Background: an optimization exercise with open tools, aiming at small area, a short achievable clock period and few clock cycles. Do not read the settings as production practice. Function was checked by simulation only, so behaviour that the tests miss may differ from the original.

==> flow/design.v, too long to show whole: its modules and the start of the top module <==
// module izh_neuron_array: 1446 lines
// module izh_fa: 4 lines
// module izh_ha: 4 lines
module izh_neuron_array #(
   parameter int N           = 16,
   parameter int V_WIDTH     = 20,
   parameter int FR_WIDTH    = 11,
   parameter int DT_SHIFT    = 2,
   parameter int COUNT_WIDTH = 8
) (
   input  logic                      clk,
   input  logic                      reset,
   input  logic                      start,
   input  logic [2*N-1:0]            mode,
   input  logic [N*V_WIDTH-1:0]      synin,
   input  logic [$clog2(N)-1:0]      probe_sel,
   output logic                      busy,
   output logic                      done,
   output logic [N-1:0]              spikes,
   output logic signed [V_WIDTH-1:0] vout,
   output logic signed [V_WIDTH-1:0] uout,
   output logic [COUNT_WIDTH-1:0]    spike_cnt
);
  // ...
==> flow/run.sh <==
#!/bin/bash
# synth_recipe.tcl (not shown) runs the flow's synth.tcl, then flattens the netlist and writes it again
# the make line also repeats each setting of config.mk as NAME=value (left out here)
make -C /OpenROAD-flow-scripts/flow DESIGN_CONFIG=/design/flow/config.mk WORK_HOME=/design/flow/orfs CLKGATE_MAP_FILE= SYNTH_SCRIPT=/design/flow/synth_recipe.tcl finish
==> flow/config.mk <==
export PLATFORM = sky130hd
export DESIGN_NAME = izh_neuron_array
export DESIGN_NICKNAME = izh_neuron_array
export VERILOG_FILES = /design/flow/design.v
export SDC_FILE = /design/flow/constraint.sdc
export NUM_CORES = 4
export LEC_CHECK = 0
export CAP_MARGIN = 20
export CORE_MARGIN = 2
export CORE_UTILIZATION = 40
export SLEW_MARGIN = 20
export SYNTH_HIERARCHICAL = 1
export SYNTH_MINIMUM_KEEP_SIZE = 0
==> flow/constraint.sdc <==
create_clock -name core_clock -period 21.0 [get_ports {clk}]
set_input_delay 4.2000 -clock core_clock [delete_from_list [all_inputs] [get_ports {clk}]]
set_output_delay 4.2000 -clock core_clock [all_outputs]
set_load 0.01 [all_outputs]
==> results.sh, run 1 <==
export IMPL_htree_num_levels=4
export IMPL_grt_setup_unrepaired="false"
export IMPL_final_common_cell="fa_1"
export IMPL_utilization_pct=43.90
export IMPL_placed_area_sq_um=195600
export IMPL_critPathMaxFanout=29
export IMPL_nonClkBufAreaFrac_pct=2.604
export IMPL_slowest_stage="dfxtp_2"
export IMPL_seq_share_pct=14.48
export IMPL_detail_route_iter0_violations=10830
export IMPL_cp_arrival_ns=4.50
export IMPL_rows=249
export IMPL_multi_input_area_share_pct=73.39
export IMPL_dr_total_vias=135700
export IMPL_crit_type="reg2out"
export IMPL_clock_tree_buffer_depth=4
export IMPL_dp_slack_ns=11.95
export IMPL_r2r_slack_ns=13.22
export IMPL_maxCapViolCount=0
export IMPL_grt_busiest_layer="met2"
export IMPL_fmax_ghz=0.1149
export IMPL_n_all_buffers=546
export IMPL_grt_pass1_vias=141800
export IMPL_cts_setup_buffers=0
export IMPL_end_kind="output pin"
export IMPL_wl_met3_microns=49170
export IMPL_grt_max_degree=133
export IMPL_cp_endpoint="spike_cnt[7]"
export IMPL_status="no timing/DRC/antenna violations"
export IMPL_grt_remaining_overflow=0
export IMPL_die_width_microns=684.3
export IMPL_dr_pass1_iters=7
export IMPL_largest_reg_flops=200
export IMPL_worstRegToRegCells=21
export IMPL_dpl_cell_count=24150
export IMPL_skew_ns=0.07737
Testbench counts, summed over its fixed seeds: cycles 32,000.
==> run 2: changes to the inputs <==
--- a/flow/design.v
+++ b/flow/design.v
@@ -49,20 +49,28 @@
    logic [H-1:0] f0, f1;
    logic [24:0] za0 [H], zan [H], zb0 [H], zbn [H];
    logic [H-1:0] zc0, zcn;
    logic [20:0] w0 [H], wn [H];
    logic [19:0] vnx [H], unx [H];
    logic [7:0]  cnx [H];
    logic [1:0]  mnx [H];
    logic [H-1:0] sp;
+   logic [19:0] vf0 [H], uf0 [H], vf1 [H], uf1 [H];    
+   logic [7:0]  cf0 [H], cf1 [H];
    assign act = busy | start;
    for (genvar j = 0; j < H; j++) begin : g_dp
       logic [3:0] n;
       assign n = {par, 3'(j)};
+      assign vf0[j] = fix_v(v0[j], f0[j], m0[j]);
+      assign uf0[j] = fix_u(u0[j], f0[j], m0[j]);
+      assign cf0[j] = fix_c(c0[j], f0[j]);
+      assign vf1[j] = fix_v(v1[j], f1[j], m1[j]);
+      assign uf1[j] = fix_u(u1[j], f1[j], m1[j]);
+      assign cf1[j] = fix_c(c1[j], f1[j]);
       if (1) begin : s1
          logic [19:0] v;
          logic [19:0] u;
          logic [24:0] za;
          logic [24:0] zb;
          logic  zc;
          logic [20:0] w;
          wire ax_0 = v[0] ^ v[19];
@@ -1187,150 +1195,171 @@
          wire wt_171 = ~(~u[17]);
          wire wt_172 = ~u[17];
          wire wt_173 = ~(~u[18]);
          wire wt_174 = ~u[18];
          wire [31:0] wt_ra = {1'b1, u[19], wt_172, wt_170, wt_168, wt_166, wt_164, wt_162, wt_160, wt_158, wt_156, wt_154, wt_152, wt_150, wt_148, wt_146, wt_144, wt_142, wt_140, wt_138, wt_136, wt_134, wt_132, wt_130, wt_128, wt_126, wt_124, v[3], v[0], v[1], v[0], 1'b0};
          wire [31:0] wt_rb = {1'b0, wt_174, wt_173, wt_171, wt_169, wt_167, wt_165, wt_163, wt_161, wt_159, wt_157, wt_155, wt_153, wt_151, wt_149, wt_147, wt_145, wt_143, wt_141, wt_139, wt_137, wt_135, wt_133, wt_131, wt_129, wt_127, wt_125, wt_123, v[2], 1'b0, 1'b0, 1'b0};
          wire [31:0] wsum = wt_ra + wt_rb;
          assign w = wsum[31:11];
-         assign v = fix_v(v1[j], f1[j], m1[j]);
-         assign u = fix_u(u1[j], f1[j], m1[j]);
+         assign v = vf1[j];
+         assign u = uf1[j];
          assign zan[j] = za;
          assign zbn[j] = zb;
          assign zcn[j] = zc;
          assign wn[j] = w;
       end
       if (1) begin : s2
-         logic [24:0] za;
-         logic [24:0] zb;
-         logic  zc;
-         logic [20:0] w;
          logic [19:0] u;
          logic [19:0] i;
          logic [1:0] m;
          logic  spk;
          logic [19:0] vnew;
          logic [19:0] unew;
          wire ts_1, ts_2;
-         izh_ha i_ts_1 (.a(za[19]), .b(zb[19]), .s(ts_1), .co(ts_2));
+         izh_ha i_ts_1 (.a(za0[j][19]), .b(zb0[j][19]), .s(ts_1), .co(ts_2));
          wire ts_3, ts_4;
-         izh_ha i_ts_3 (.a(za[20]), .b(zb[20]), .s(ts_3), .co(ts_4));
+         izh_ha i_ts_3 (.a(za0[j][20]), .b(zb0[j][20]), .s(ts_3), .co(ts_4));
          wire ts_5, ts_6;
-         izh_ha i_ts_5 (.a(za[21]), .b(zb[21]), .s(ts_5), .co(ts_6));
+         izh_ha i_ts_5 (.a(za0[j][21]), .b(zb0[j][21]), .s(ts_5), .co(ts_6));
          wire ts_7, ts_8;
-         izh_ha i_ts_7 (.a(za[22]), .b(zb[22]), .s(ts_7), .co(ts_8));
+         izh_ha i_ts_7 (.a(za0[j][22]), .b(zb0[j][22]), .s(ts_7), .co(ts_8));
          wire ts_9, ts_10;
-         izh_ha i_ts_9 (.a(za[23]), .b(zb[23]), .s(ts_9), .co(ts_10));
+         izh_ha i_ts_9 (.a(za0[j][23]), .b(zb0[j][23]), .s(ts_9), .co(ts_10));
          wire ts_11, ts_12;
-         izh_ha i_ts_11 (.a(za[24]), .b(zb[24]), .s(ts_11), .co(ts_12));
+         izh_ha i_ts_11 (.a(za0[j][24]), .b(zb0[j][24]), .s(ts_11), .co(ts_12));
          wire ts_13, ts_14;
-         izh_ha i_ts_13 (.a(za[0]), .b(zb[0]), .s(ts_13), .co(ts_14));
+         izh_ha i_ts_13 (.a(za0[j][0]), .b(zb0[j][0]), .s(ts_13), .co(ts_14));
          wire ts_15, ts_16;
-         izh_fa i_ts_15 (.a(za[1]), .b(zb[1]), .c(i[1]), .s(ts_15), .co(ts_16));
+         izh_fa i_ts_15 (.a(za0[j][1]), .b(zb0[j][1]), .c(i[1]), .s(ts_15), .co(ts_16));
          wire ts_17, ts_18;
-         izh_fa i_ts_17 (.a(za[2]), .b(zb[2]), .c(i[2]), .s(ts_17), .co(ts_18));
+         izh_fa i_ts_17 (.a(za0[j][2]), .b(zb0[j][2]), .c(i[2]), .s(ts_17), .co(ts_18));
          wire ts_19, ts_20;
-         izh_fa i_ts_19 (.a(za[3]), .b(zb[3]), .c(i[3]), .s(ts_19), .co(ts_20));
+         izh_fa i_ts_19 (.a(za0[j][3]), .b(zb0[j][3]), .c(i[3]), .s(ts_19), .co(ts_20));
          wire ts_21, ts_22;
-         izh_fa i_ts_21 (.a(za[4]), .b(zb[4]), .c(i[4]), .s(ts_21), .co(ts_22));
+         izh_fa i_ts_21 (.a(za0[j][4]), .b(zb0[j][4]), .c(i[4]), .s(ts_21), .co(ts_22));
          wire ts_23, ts_24;
-         izh_fa i_ts_23 (.a(za[5]), .b(zb[5]), .c(i[5]), .s(ts_23), .co(ts_24));
+         izh_fa i_ts_23 (.a(za0[j][5]), .b(zb0[j][5]), .c(i[5]), .s(ts_23), .co(ts_24));
          wire ts_25, ts_26;
-         izh_fa i_ts_25 (.a(za[6]), .b(zb[6]), .c(i[6]), .s(ts_25), .co(ts_26));
+         izh_fa i_ts_25 (.a(za0[j][6]), .b(zb0[j][6]), .c(i[6]), .s(ts_25), .co(ts_26));
          wire ts_27, ts_28;
-         izh_fa i_ts_27 (.a(za[7]), .b(zb[7]), .c(i[7]), .s(ts_27), .co(ts_28));
+         izh_fa i_ts_27 (.a(za0[j][7]), .b(zb0[j][7]), .c(i[7]), .s(ts_27), .co(ts_28));
          wire ts_29, ts_30;
-         izh_fa i_ts_29 (.a(za[8]), .b(zb[8]), .c(i[8]), .s(ts_29), .co(ts_30));
+         izh_fa i_ts_29 (.a(za0[j][8]), .b(zb0[j][8]), .c(i[8]), .s(ts_29), .co(ts_30));
          wire ts_31, ts_32;
-         izh_fa i_ts_31 (.a(za[9]), .b(zb[9]), .c(i[9]), .s(ts_31), .co(ts_32));
+         izh_fa i_ts_31 (.a(za0[j][9]), .b(zb0[j][9]), .c(i[9]), .s(ts_31), .co(ts_32));
          wire ts_33, ts_34;
-         izh_fa i_ts_33 (.a(za[10]), .b(zb[10]), .c(i[10]), .s(ts_33), .co(ts_34));
+         izh_fa i_ts_33 (.a(za0[j][10]), .b(zb0[j][10]), .c(i[10]), .s(ts_33), .co(ts_34));
          wire ts_35, ts_36;
-         izh_fa i_ts_35 (.a(za[11]), .b(zb[11]), .c(i[11]), .s(ts_35), .co(ts_36));
+         izh_fa i_ts_35 (.a(za0[j][11]), .b(zb0[j][11]), .c(i[11]), .s(ts_35), .co(ts_36));
          wire ts_37, ts_38;
-         izh_fa i_ts_37 (.a(za[12]), .b(zb[12]), .c(i[12]), .s(ts_37), .co(ts_38));
+         izh_fa i_ts_37 (.a(za0[j][12]), .b(zb0[j][12]), .c(i[12]), .s(ts_37), .co(ts_38));
          wire ts_39, ts_40;
-         izh_fa i_ts_39 (.a(za[13]), .b(zb[13]), .c(i[13]), .s(ts_39), .co(ts_40));
+         izh_fa i_ts_39 (.a(za0[j][13]), .b(zb0[j][13]), .c(i[13]), .s(ts_39), .co(ts_40));
          wire ts_41, ts_42;
-         izh_fa i_ts_41 (.a(za[14]), .b(zb[14]), .c(i[14]), .s(ts_41), .co(ts_42));
+         izh_fa i_ts_41 (.a(za0[j][14]), .b(zb0[j][14]), .c(i[14]), .s(ts_41), .co(ts_42));
          wire ts_43, ts_44;
-         izh_fa i_ts_43 (.a(za[15]), .b(zb[15]), .c(i[15]), .s(ts_43), .co(ts_44));
+         izh_fa i_ts_43 (.a(za0[j][15]), .b(zb0[j][15]), .c(i[15]), .s(ts_43), .co(ts_44));
          wire ts_45, ts_46;
-         izh_fa i_ts_45 (.a(za[16]), .b(zb[16]), .c(i[16]), .s(ts_45), .co(ts_46));
+         izh_fa i_ts_45 (.a(za0[j][16]), .b(zb0[j][16]), .c(i[16]), .s(ts_45), .co(ts_46));
          wire ts_47, ts_48;
-         izh_fa i_ts_47 (.a(za[17]), .b(zb[17]), .c(i[17]), .s(ts_47), .co(ts_48));
+         izh_fa i_ts_47 (.a(za0[j][17]), .b(zb0[j][17]), .c(i[17]), .s(ts_47), .co(ts_48));
          wire ts_49, ts_50;
-         izh_fa i_ts_49 (.a(za[18]), .b(zb[18]), .c(i[18]), .s(ts_49), .co(ts_50));
+         izh_fa i_ts_49 (.a(za0[j][18]), .b(zb0[j][18]), .c(i[18]), .s(ts_49), .co(ts_50));
          wire ts_51 = ~(~i[19] ^ ts_1);
          wire ts_52 = ~i[19] | ts_1;
          wire ts_53 = ~(ts_2 ^ ts_3);
          wire ts_54 = ts_2 | ts_3;
          wire ts_55 = ~(ts_4 ^ ts_5);
          wire ts_56 = ts_4 | ts_5;
          wire ts_57 = ~(ts_6 ^ ts_7);
          wire ts_58 = ts_6 | ts_7;
          wire ts_59 = ~(ts_8 ^ ts_9);
          wire ts_60 = ts_8 | ts_9;
          wire ts_61 = ~(ts_10 ^ ts_11);
          wire ts_62 = ts_10 | ts_11;
          wire [24:0] s_ra = {ts_60, ts_58, ts_56, ts_54, ts_52, ts_50, ts_48, ts_46, ts_44, ts_42, ts_40, ts_38, ts_36, ts_34, ts_32, ts_30, ts_28, ts_26, ts_24, ts_22, ts_20, ts_18, ts_16, ts_14, i[0]};
          wire [24:0] s_rb = {ts_61, ts_59, ts_57, ts_55, ts_53, ts_51, ts_49, ts_47, ts_45, ts_43, ts_41, ts_39, ts_37, ts_35, ts_33, ts_31, ts_29, ts_27, ts_25, ts_23, ts_21, ts_19, ts_17, ts_15, ts_13};
-         wire [25:0] s_x = {s_ra, 1'b1} + {s_rb, zc};
+         wire [25:0] s_x = {s_ra, 1'b1} + {s_rb, zc0[j]};
          wire [24:0] s = s_x[25:1];    
-         assign spk = ~s[24] & ((|s[23:18]) | (&s[17:14]));    
+         wire tk_1, tk_2;
+         izh_ha i_tk_1 (.a(s_ra[14]), .b(s_rb[14]), .s(tk_1), .co(tk_2));
+         wire tk_3, tk_4;
+         izh_ha i_tk_3 (.a(s_ra[15]), .b(s_rb[15]), .s(tk_3), .co(tk_4));
+         wire tk_5, tk_6;
+         izh_ha i_tk_5 (.a(s_ra[16]), .b(s_rb[16]), .s(tk_5), .co(tk_6));
+         wire tk_7, tk_8;
+         izh_ha i_tk_7 (.a(s_ra[17]), .b(s_rb[17]), .s(tk_7), .co(tk_8));
+         wire tk_9 = ~(s_ra[18] ^ s_rb[18]);
+         wire tk_10 = s_ra[18] | s_rb[18];
+         wire tk_11 = ~(s_ra[19] ^ s_rb[19]);
+         wire tk_12 = s_ra[19] | s_rb[19];
+         wire tk_13 = ~(s_ra[20] ^ s_rb[20]);
+         wire tk_14 = s_ra[20] | s_rb[20];
+         wire tk_15 = ~(s_ra[21] ^ s_rb[21]);
+         wire tk_16 = s_ra[21] | s_rb[21];
+         wire tk_17 = ~(s_ra[22] ^ s_rb[22]);
+         wire tk_18 = s_ra[22] | s_rb[22];
+         wire tk_19 = ~(s_ra[23] ^ s_rb[23]);
+         wire tk_20 = s_ra[23] | s_rb[23];
+         wire tk_21 = ~(s_ra[24] ^ s_rb[24]);
+         wire tk_22 = s_ra[24] | s_rb[24];
+         wire [24:0] k_ra = {tk_20, tk_18, tk_16, tk_14, tk_12, tk_10, tk_8, tk_6, tk_4, tk_2, 1'b1, s_ra[13], s_ra[12], s_ra[11], s_ra[10], s_ra[9], s_ra[8], s_ra[7], s_ra[6], s_ra[5], s_ra[4], s_ra[3], s_ra[2], s_ra[1], s_ra[0]};
+         wire [24:0] k_rb = {tk_21, tk_19, tk_17, tk_15, tk_13, tk_11, tk_9, tk_7, tk_5, tk_3, tk_1, s_rb[13], s_rb[12], s_rb[11], s_rb[10], s_rb[9], s_rb[8], s_rb[7], s_rb[6], s_rb[5], s_rb[4], s_rb[3], s_rb[2], s_rb[1], s_rb[0]};
+         wire [25:0] k_x = {k_ra, 1'b1} + {k_rb, zc0[j]};
+         assign spk = ~k_x[25];    
          wire [19:0] vn = s[21:2];
          wire ta_1, ta_2;
-         izh_ha i_ta_1 (.a(w[15]), .b(w[17]), .s(ta_1), .co(ta_2));
+         izh_ha i_ta_1 (.a(w0[j][15]), .b(w0[j][17]), .s(ta_1), .co(ta_2));
          wire ta_3, ta_4;
-         izh_ha i_ta_3 (.a(w[16]), .b(w[18]), .s(ta_3), .co(ta_4));
+         izh_ha i_ta_3 (.a(w0[j][16]), .b(w0[j][18]), .s(ta_3), .co(ta_4));
          wire ta_5, ta_6;
-         izh_ha i_ta_5 (.a(w[17]), .b(w[19]), .s(ta_5), .co(ta_6));
+         izh_ha i_ta_5 (.a(w0[j][17]), .b(w0[j][19]), .s(ta_5), .co(ta_6));
          wire ta_7, ta_8;
-         izh_ha i_ta_7 (.a(w[0]), .b(w[2]), .s(ta_7), .co(ta_8));
+         izh_ha i_ta_7 (.a(w0[j][0]), .b(w0[j][2]), .s(ta_7), .co(ta_8));
          wire ta_9, ta_10;
-         izh_fa i_ta_9 (.a(w[1]), .b(w[3]), .c(w[6]), .s(ta_9), .co(ta_10));
+         izh_fa i_ta_9 (.a(w0[j][1]), .b(w0[j][3]), .c(w0[j][6]), .s(ta_9), .co(ta_10));
          wire ta_11, ta_12;
-         izh_fa i_ta_11 (.a(w[2]), .b(w[4]), .c(w[7]), .s(ta_11), .co(ta_12));
+         izh_fa i_ta_11 (.a(w0[j][2]), .b(w0[j][4]), .c(w0[j][7]), .s(ta_11), .co(ta_12));
          wire ta_13, ta_14;
-         izh_fa i_ta_13 (.a(w[3]), .b(w[5]), .c(w[8]), .s(ta_13), .co(ta_14));
+         izh_fa i_ta_13 (.a(w0[j][3]), .b(w0[j][5]), .c(w0[j][8]), .s(ta_13), .co(ta_14));
          wire ta_15, ta_16;
-         izh_fa i_ta_15 (.a(w[4]), .b(w[6]), .c(w[9]), .s(ta_15), .co(ta_16));
+         izh_fa i_ta_15 (.a(w0[j][4]), .b(w0[j][6]), .c(w0[j][9]), .s(ta_15), .co(ta_16));
          wire ta_17, ta_18;
-         izh_fa i_ta_17 (.a(w[5]), .b(w[7]), .c(w[10]), .s(ta_17), .co(ta_18));
+         izh_fa i_ta_17 (.a(w0[j][5]), .b(w0[j][7]), .c(w0[j][10]), .s(ta_17), .co(ta_18));
          wire ta_19, ta_20;
-         izh_fa i_ta_19 (.a(w[6]), .b(w[8]), .c(w[11]), .s(ta_19), .co(ta_20));
+         izh_fa i_ta_19 (.a(w0[j][6]), .b(w0[j][8]), .c(w0[j][11]), .s(ta_19), .co(ta_20));
          wire ta_21, ta_22;
-         izh_fa i_ta_21 (.a(w[7]), .b(w[9]), .c(w[12]), .s(ta_21), .co(ta_22));
+         izh_fa i_ta_21 (.a(w0[j][7]), .b(w0[j][9]), .c(w0[j][12]), .s(ta_21), .co(ta_22));
          wire ta_23, ta_24;
-         izh_fa i_ta_23 (.a(w[8]), .b(w[10]), .c(w[13]), .s(ta_23), .co(ta_24));
+         izh_fa i_ta_23 (.a(w0[j][8]), .b(w0[j][10]), .c(w0[j][13]), .s(ta_23), .co(ta_24));
          wire ta_25, ta_26;
-         izh_fa i_ta_25 (.a(w[9]), .b(w[11]), .c(w[14]), .s(ta_25), .co(ta_26));
+         izh_fa i_ta_25 (.a(w0[j][9]), .b(w0[j][11]), .c(w0[j][14]), .s(ta_25), .co(ta_26));
          wire ta_27, ta_28;
-         izh_fa i_ta_27 (.a(w[10]), .b(w[12]), .c(w[15]), .s(ta_27), .co(ta_28));
+         izh_fa i_ta_27 (.a(w0[j][10]), .b(w0[j][12]), .c(w0[j][15]), .s(ta_27), .co(ta_28));
          wire ta_29, ta_30;
-         izh_fa i_ta_29 (.a(w[11]), .b(w[13]), .c(w[16]), .s(ta_29), .co(ta_30));
+         izh_fa i_ta_29 (.a(w0[j][11]), .b(w0[j][13]), .c(w0[j][16]), .s(ta_29), .co(ta_30));
          wire ta_31, ta_32;
-         izh_fa i_ta_31 (.a(w[12]), .b(w[14]), .c(w[17]), .s(ta_31), .co(ta_32));
+         izh_fa i_ta_31 (.a(w0[j][12]), .b(w0[j][14]), .c(w0[j][17]), .s(ta_31), .co(ta_32));
          wire ta_33, ta_34;
-         izh_fa i_ta_33 (.a(w[13]), .b(w[15]), .c(w[18]), .s(ta_33), .co(ta_34));
+         izh_fa i_ta_33 (.a(w0[j][13]), .b(w0[j][15]), .c(w0[j][18]), .s(ta_33), .co(ta_34));
          wire ta_35, ta_36;
-         izh_fa i_ta_35 (.a(w[14]), .b(w[16]), .c(w[19]), .s(ta_35), .co(ta_36));
-         wire ta_37 = ~(~w[20] ^ ta_1);
-         wire ta_38 = ~w[20] | ta_1;
+         izh_fa i_ta_35 (.a(w0[j][14]), .b(w0[j][16]), .c(w0[j][19]), .s(ta_35), .co(ta_36));
+         wire ta_37 = ~(~w0[j][20] ^ ta_1);
+         wire ta_38 = ~w0[j][20] | ta_1;
          wire ta_39 = ~(ta_2 ^ ta_3);
          wire ta_40 = ta_2 | ta_3;
          wire ta_41 = ~(ta_4 ^ ta_5);
          wire ta_42 = ta_4 | ta_5;
          wire ta_43, ta_44;
-         izh_fa i_ta_43 (.a(w[18]), .b(~w[20]), .c(ta_6), .s(ta_43), .co(ta_44));
-         wire ta_45 = ~(w[19]);
-         wire ta_46 = w[19];
-         wire [25:0] ta_ra = {~w[20], ta_44, ta_42, ta_40, ta_38, ta_36, ta_34, ta_32, ta_30, ta_28, ta_26, ta_24, ta_22, ta_20, ta_18, ta_16, ta_14, ta_12, ta_10, ta_8, w[5], w[1], w[0], w[2], w[1], w[0]};
-         wire [25:0] ta_rb = {ta_46, ta_45, ta_43, ta_41, ta_39, ta_37, ta_35, ta_33, ta_31, ta_29, ta_27, ta_25, ta_23, ta_21, ta_19, ta_17, ta_15, ta_13, ta_11, ta_9, ta_7, w[4], w[3], 1'b0, 1'b0, 1'b0};
+         izh_fa i_ta_43 (.a(w0[j][18]), .b(~w0[j][20]), .c(ta_6), .s(ta_43), .co(ta_44));
+         wire ta_45 = ~(w0[j][19]);
+         wire ta_46 = w0[j][19];
+         wire [25:0] ta_ra = {~w0[j][20], ta_44, ta_42, ta_40, ta_38, ta_36, ta_34, ta_32, ta_30, ta_28, ta_26, ta_24, ta_22, ta_20, ta_18, ta_16, ta_14, ta_12, ta_10, ta_8, w0[j][5], w0[j][1], w0[j][0], w0[j][2], w0[j][1], w0[j][0]};
+         wire [25:0] ta_rb = {ta_46, ta_45, ta_43, ta_41, ta_39, ta_37, ta_35, ta_33, ta_31, ta_29, ta_27, ta_25, ta_23, ta_21, ta_19, ta_17, ta_15, ta_13, ta_11, ta_9, ta_7, w0[j][4], w0[j][3], 1'b0, 1'b0, 1'b0};
          wire [25:0] t41 = ta_ra + ta_rb;
          wire [19:0] un41 = u + {{7{t41[25]}}, t41[25:13]};
          wire tb_1, tb_2;
          izh_ha i_tb_1 (.a(u[12]), .b(~t41[25]), .s(tb_1), .co(tb_2));
          wire tb_3, tb_4;
          izh_ha i_tb_3 (.a(u[13]), .b(t41[24]), .s(tb_3), .co(tb_4));
          wire tb_5, tb_6;
          izh_ha i_tb_5 (.a(u[0]), .b(t41[13]), .s(tb_5), .co(tb_6));
@@ -1371,28 +1400,24 @@
          wire tb_41 = ~(u[18]);
          wire tb_42 = u[18];
          wire [32:0] tb_ra = {~u[19], tb_40, tb_38, tb_36, tb_34, tb_32, tb_30, tb_28, tb_26, tb_24, tb_22, tb_20, tb_18, tb_16, tb_14, tb_12, tb_10, tb_8, tb_6, t41[11], t41[12], t41[11], t41[10], t41[9], t41[8], t41[7], t41[6], t41[5], t41[4], t41[3], t41[2], t41[1], t41[0]};
          wire [32:0] tb_rb = {tb_42, tb_41, tb_39, tb_37, tb_35, tb_33, tb_31, tb_29, tb_27, tb_25, tb_23, tb_21, tb_19, tb_17, tb_15, tb_13, tb_11, tb_9, tb_7, tb_5, t41[10], t41[9], t41[8], t41[7], t41[6], t41[5], t41[4], t41[3], t41[2], t41[1], t41[0], 1'b0, 1'b0};
          wire [32:0] s205 = tb_ra + tb_rb;
          wire [19:0] un205 = s205[32:13];
          assign unew = (m == 2'b11) ? un205 : un41;
          assign vnew = vn;
-         assign za = za0[j];
-         assign zb = zb0[j];
-         assign zc = zc0[j];
-         assign w = w0[j];
-         assign u = fix_u(u0[j], f0[j], m0[j]);
+         assign u = uf0[j];
          assign i = synin[n*V_WIDTH +: V_WIDTH];
          assign m = mode[2*n +: 2];
          assign sp[j] = spk;
          assign vnx[j] = vnew;
          assign unx[j] = unew;
       end
-      assign cnx[j] = fix_c(c0[j], f0[j]);
+      assign cnx[j] = cf0[j];
       assign mnx[j] = mode[2*n +: 2];
    end
    always_ff @(posedge clk) begin
       if (reset) begin
          par  <= 1'b0;
          busy <= 1'b0;
          done <= 1'b0;
          f0   <= '0;
@@ -1420,34 +1445,27 @@
       end
    end
    always_ff @(posedge clk) begin
       if (act) begin
          if (par) spikes[N-1:H] <= sp;
          else     spikes[H-1:0] <= sp;
       end
    end
-   logic [19:0] pv, pu;
-   logic [7:0]  pc;
-   logic        pf;
-   logic [1:0]  pm;
    always_ff @(posedge clk) begin
       logic [2:0] k;
       k = probe_sel[2:0];
       if (reset) begin
-         pv <= V_RST; pu <= U_RST; pc <= '0; pf <= 1'b0; pm <= '0;
+         vout <= V_RST; uout <= U_RST; spike_cnt <= '0;
       end else if (probe_sel[3] ^ par) begin
-         pv <= v1[k]; pu <= u1[k]; pc <= c1[k]; pf <= f1[k]; pm <= m1[k];
+         vout <= vf1[k]; uout <= uf1[k]; spike_cnt <= cf1[k];
       end else begin
-         pv <= v0[k]; pu <= u0[k]; pc <= c0[k]; pf <= f0[k]; pm <= m0[k];
+         vout <= vf0[k]; uout <= uf0[k]; spike_cnt <= cf0[k];
       end
    end
-   assign vout      = fix_v(pv, pf, pm);
-   assign uout      = fix_u(pu, pf, pm);
-   assign spike_cnt = fix_c(pc, pf);
 endmodule
 module izh_fa (input logic a, b, c, output logic s, co);
    assign s  = a ^ b ^ c;
    assign co = (a & b) | (a & c) | (b & c);
 endmodule
 module izh_ha (input logic a, b, output logic s, co);
    assign s  = a ^ b;
    assign co = a & b;
==> flow/config.mk (replaced) <==
export PLATFORM = sky130hd
export DESIGN_NAME = izh_neuron_array
export DESIGN_NICKNAME = izh_neuron_array
export VERILOG_FILES = /design/flow/design.v
export SDC_FILE = /design/flow/constraint.sdc
export NUM_CORES = 4
export LEC_CHECK = 0
export CAP_MARGIN = 20
export CORE_MARGIN = 2
export CORE_UTILIZATION = 50
export SLEW_MARGIN = 20
export SYNTH_HIERARCHICAL = 1
export SYNTH_MINIMUM_KEEP_SIZE = 0
==> results.sh, run 2 <==
export IMPL_status="no timing/DRC/antenna violations"
export IMPL_synth_yosys_seq_area_share_pct=15.64
export IMPL_drive_gt1_share_pct=5.823
export IMPL_slew_headroom_pct=13.22
export IMPL_slowest_stage="ha_1"
export IMPL_crit_top_cell="fa_1"
export IMPL_ctsResizeCount=0
export IMPL_place_congestion=1.051
export IMPL_yosysTopAreaCell="fa_1"
export IMPL_rows=224
export IMPL_fin_crit_sh_pct=38.81
export IMPL_grt_pass1_wl_microns=988400
export IMPL_largest_register="zb0"
export IMPL_placed_area_sq_um=196700
export IMPL_path_clk_slew_ns=0.06
export IMPL_io_buffers=424
export IMPL_synth_cell_types=93
export IMPL_utilization_pct=54.65
export IMPL_vias_per_cell=5.835
export IMPL_grt_pass1_vias=142700
export IMPL_final_area_sq_um=203400
export IMPL_nets=24740
export IMPL_hold_slack_ns=0.4248
export IMPL_maxCapViolCount=0
export IMPL_worst_pin_slew_ns=1.302
export IMPL_grt_setup_unrepaired="false"
export IMPL_ys_top_cells_by_area="fa_1 35%, ha_1 16%, dfxtp_1 15%, nor2_1 4.9%, inv_1 2.8%"
export IMPL_ios=425
export IMPL_yosys_area_top_type_share_pct=35.41
export IMPL_htree_num_levels=4
export IMPL_fmax_ghz=0.1227
export IMPL_die_height_microns=615.2
export IMPL_fin_setup_tns_ns=0
export IMPL_ant_nets=0
export IMPL_initial_core_util_pct=50.18
export IMPL_dr_pass1_iters=7
export IMPL_synth_cells=18530
export IMPL_min_period_ns=8.150
export IMPL_core_sq_um=372200
export IMPL_antenna_found_initial=57
export IMPL_cp_arrival_ns=8.97
export IMPL_grt_max_degree=96
export IMPL_grt_remaining_overflow=0
export IMPL_root_buffer="clkbuf_16"
export IMPL_cts_setup_buffers=0
export IMPL_fill_cells=33500
export IMPL_dieArea_sq_um=378400
export IMPL_async_flop_share_pct=0
export IMPL_wl_per_cell_microns=28.17
export IMPL_start_kind="register"
export IMPL_cts_tree="yes"
export IMPL_ys_warnings_count=55
export IMPL_synth_common_cells="3304 x fa_1, 2442 x nor2_1, 2376 x ha_1"
export IMPL_ys_flop_type="dfxtp_1"
export IMPL_cts_hold_buf=0
export IMPL_syn_cell_area_sq_um=186800
export IMPL_end_kind="register"
export IMPL_final_common_cell="fa_1"
export IMPL_place_hpwl_microns=560600
export IMPL_slew_viol_final=0
export IMPL_hold_violations=0
export IMPL_routed_wl_microns=672400
export IMPL_crit_chain="buf_4 -> nor2_1 -> inv_1 -> ha_1 -> nor2_1 -> fa_1 -> fa_1 -> fa_1 -> fa_1 -> fa_1 -> fa_1 -> fa_1 -> ha_1 -> o21ai_0 -> nand2b_1 -> a21oi_1 -> nor2b_1 -> o21ai_0 -> nand2b_1 -> a21oi_1 -> o22ai_1"
export IMPL_synth_seq_cells=1451
export IMPL_areaGrowthSynthToFinish_pct=8.904
export IMPL_cts_made_buffers=190
export IMPL_clock_latency_ns=0.96
export IMPL_hold_path_class="reg2reg"
export IMPL_worst_path_buf_inv=2
export IMPL_critPathTopFamily="adder cells"
export IMPL_skew_ns=0.07578
export IMPL_gr_usage_all_layers_pct=35.79
export IMPL_layout_common_cells="3304 x fa_1, 2432 x nor2_1, 2376 x ha_1"
export IMPL_cts_num_sinks=1451
export IMPL_dr_total_vias=139300
export IMPL_detail_route_iter0_violations=11810
export IMPL_largest_reg_flops=200
export IMPL_crit_type="reg2reg"
export IMPL_die_width_microns=615.2
export IMPL_setup_viol=0
export IMPL_critPathMaxFanout=20
export IMPL_synth_edf_count=16
export IMPL_avgSynthCellArea_sq_um=10.08
export IMPL_drc=0
export IMPL_max_stage_delay_ns=1.13
export IMPL_clock_tree_buffer_depth=4
export IMPL_synth_most_common_cell="fa_1"
export IMPL_required_ns=21.82
-- run 2: cell count changes in the layout (fill, tap and decap cells not counted), sizes merged, moves of 47 or more --
cell and change:
ha +153, a21oi +84, inv +60, a21o +72, nor2 +103, xor2 +50, xnor2 +74, nor3 -47
mux4 -62, buf +102, o22ai +52
-- run 2: cell families (layout without fill, tap and decap cells) --
logic type               after synthesis  in the layout  share of synthesized area (%)
AO/OA/AOI/OAI                       2998           2998                          10.27
XOR/XNOR                             926            926                          4.364
adder cells (fa/ha/maj)             5680           5680                          51.33
buffers and inverters               2146           2393                          4.313
flip-flops                          1451           1451                          15.64
multiplexers                         290            290                          1.775
other                                  2            122                       0.004021
AND/OR/NAND/NOR                     5037           5037                          12.30
-- run 2: final timing paths --
| check | startpoint | end | slack [ns] | cells past startpoint |
|---|---|---|---|---|
| worst min register to register | v1[0][12] | v0[0][12] | 0.42 | 2 |
| worst max register to register | f1[7] | zc0[7] | 12.85 | 21 |
| worst max-delay path | f1[7] | zc0[7] | 12.85 | 21 |
| worst min-delay path | v1[0][12] | v0[0][12] | 0.42 | 2 |
-- run 2: metrics by stage --
step	std cells	worst slack, ns
after floorplan	18610	13.38
after global placement	23480	11.93
after detailed placement	23480	11.92
after CTS	23830	12.89
after global routing	23850	12.39
final	23870	12.85
-- run 2: metal layers --
layer  global-route usage, %  vias to the layer above  routed length (microns)
li1                        -                    62250                        -
met3                   6.599                     1146                    51060
met5                       0                        -                      160
met1                   48.59                    70940                   282600
met2                   54.74                     4923                   296600
met4                   18.47                       28                    41990
-- run 2: per-module statistics from Yosys, one instance, submodules excluded --
module,area [sq um],copies in the design,flip-flops and latches
izh_fa,20.02,3272,0
izh_ha,12.51,736,0
izh_neuron_array,112100,1,1451
-- run 2: worst reg2reg max path, delay by kind of cell, from the launching register on --
family,cells,cell delay (ns)
adders and majority gates,9,4.95
and+or+nand+nor,5,1.16
AOI/OAI and AO/OA,5,0.64
DFF,1,0.29
buffers and inverters,2,0.97
-- run 2: cell type report --
| type | instances | area [sq um] | area share, % |
|---|---|---|---|
| Inverter | 1396 | 5248 | 2.580 |
| Tap cell | 4972 | 6221 | 3.058 |
| Sequential cell | 1451 | 29210 | 14.36 |
| Antenna cell | 42 | 105.1 | 0.05167 |
| Timing Repair Buffer | 649 | 5962 | 2.931 |
| Multi-Input combinational cell | 15010 | 150000 | 73.75 |
| Clock inverter | 96 | 1174 | 0.5770 |
| Clock buffer | 252 | 5464 | 2.686 |
Testbench counts of run 2, summed over its fixed seeds: cycles 32,000.

-- static timing again, ports no longer ideal --
The flow's constraints put no driver on any port. The routed layouts listed below were extracted and timed again, unchanged, in two steps.
Step 1 assumes that a clkbuf_16 drives the clock port and a buf_2 every other input.
Step 2 also shifts input and output timing later by t, the mid clock arrival at the registers, as if the neighbouring blocks saw the same clock.
Three values: no drivers, after step 1, after step 2; two values: the first two.
| run | shift t [ns] | setup slack, ns | hold slack, ns |
|---|---|---|---|
| run 1 | 1.030 | 12.295 / 12.185 / 11.934 | 0.418 / 0.418 / 0.418 |
| run 2 | 1.045 | 12.851 / 12.851 / 11.928 | 0.425 / 0.425 / 0.425 |
After both steps every run listed still meets setup and hold. The setup slack of run 2, which loses most, moves by 0.000 ns with the drivers and by -0.923 ns with both steps.
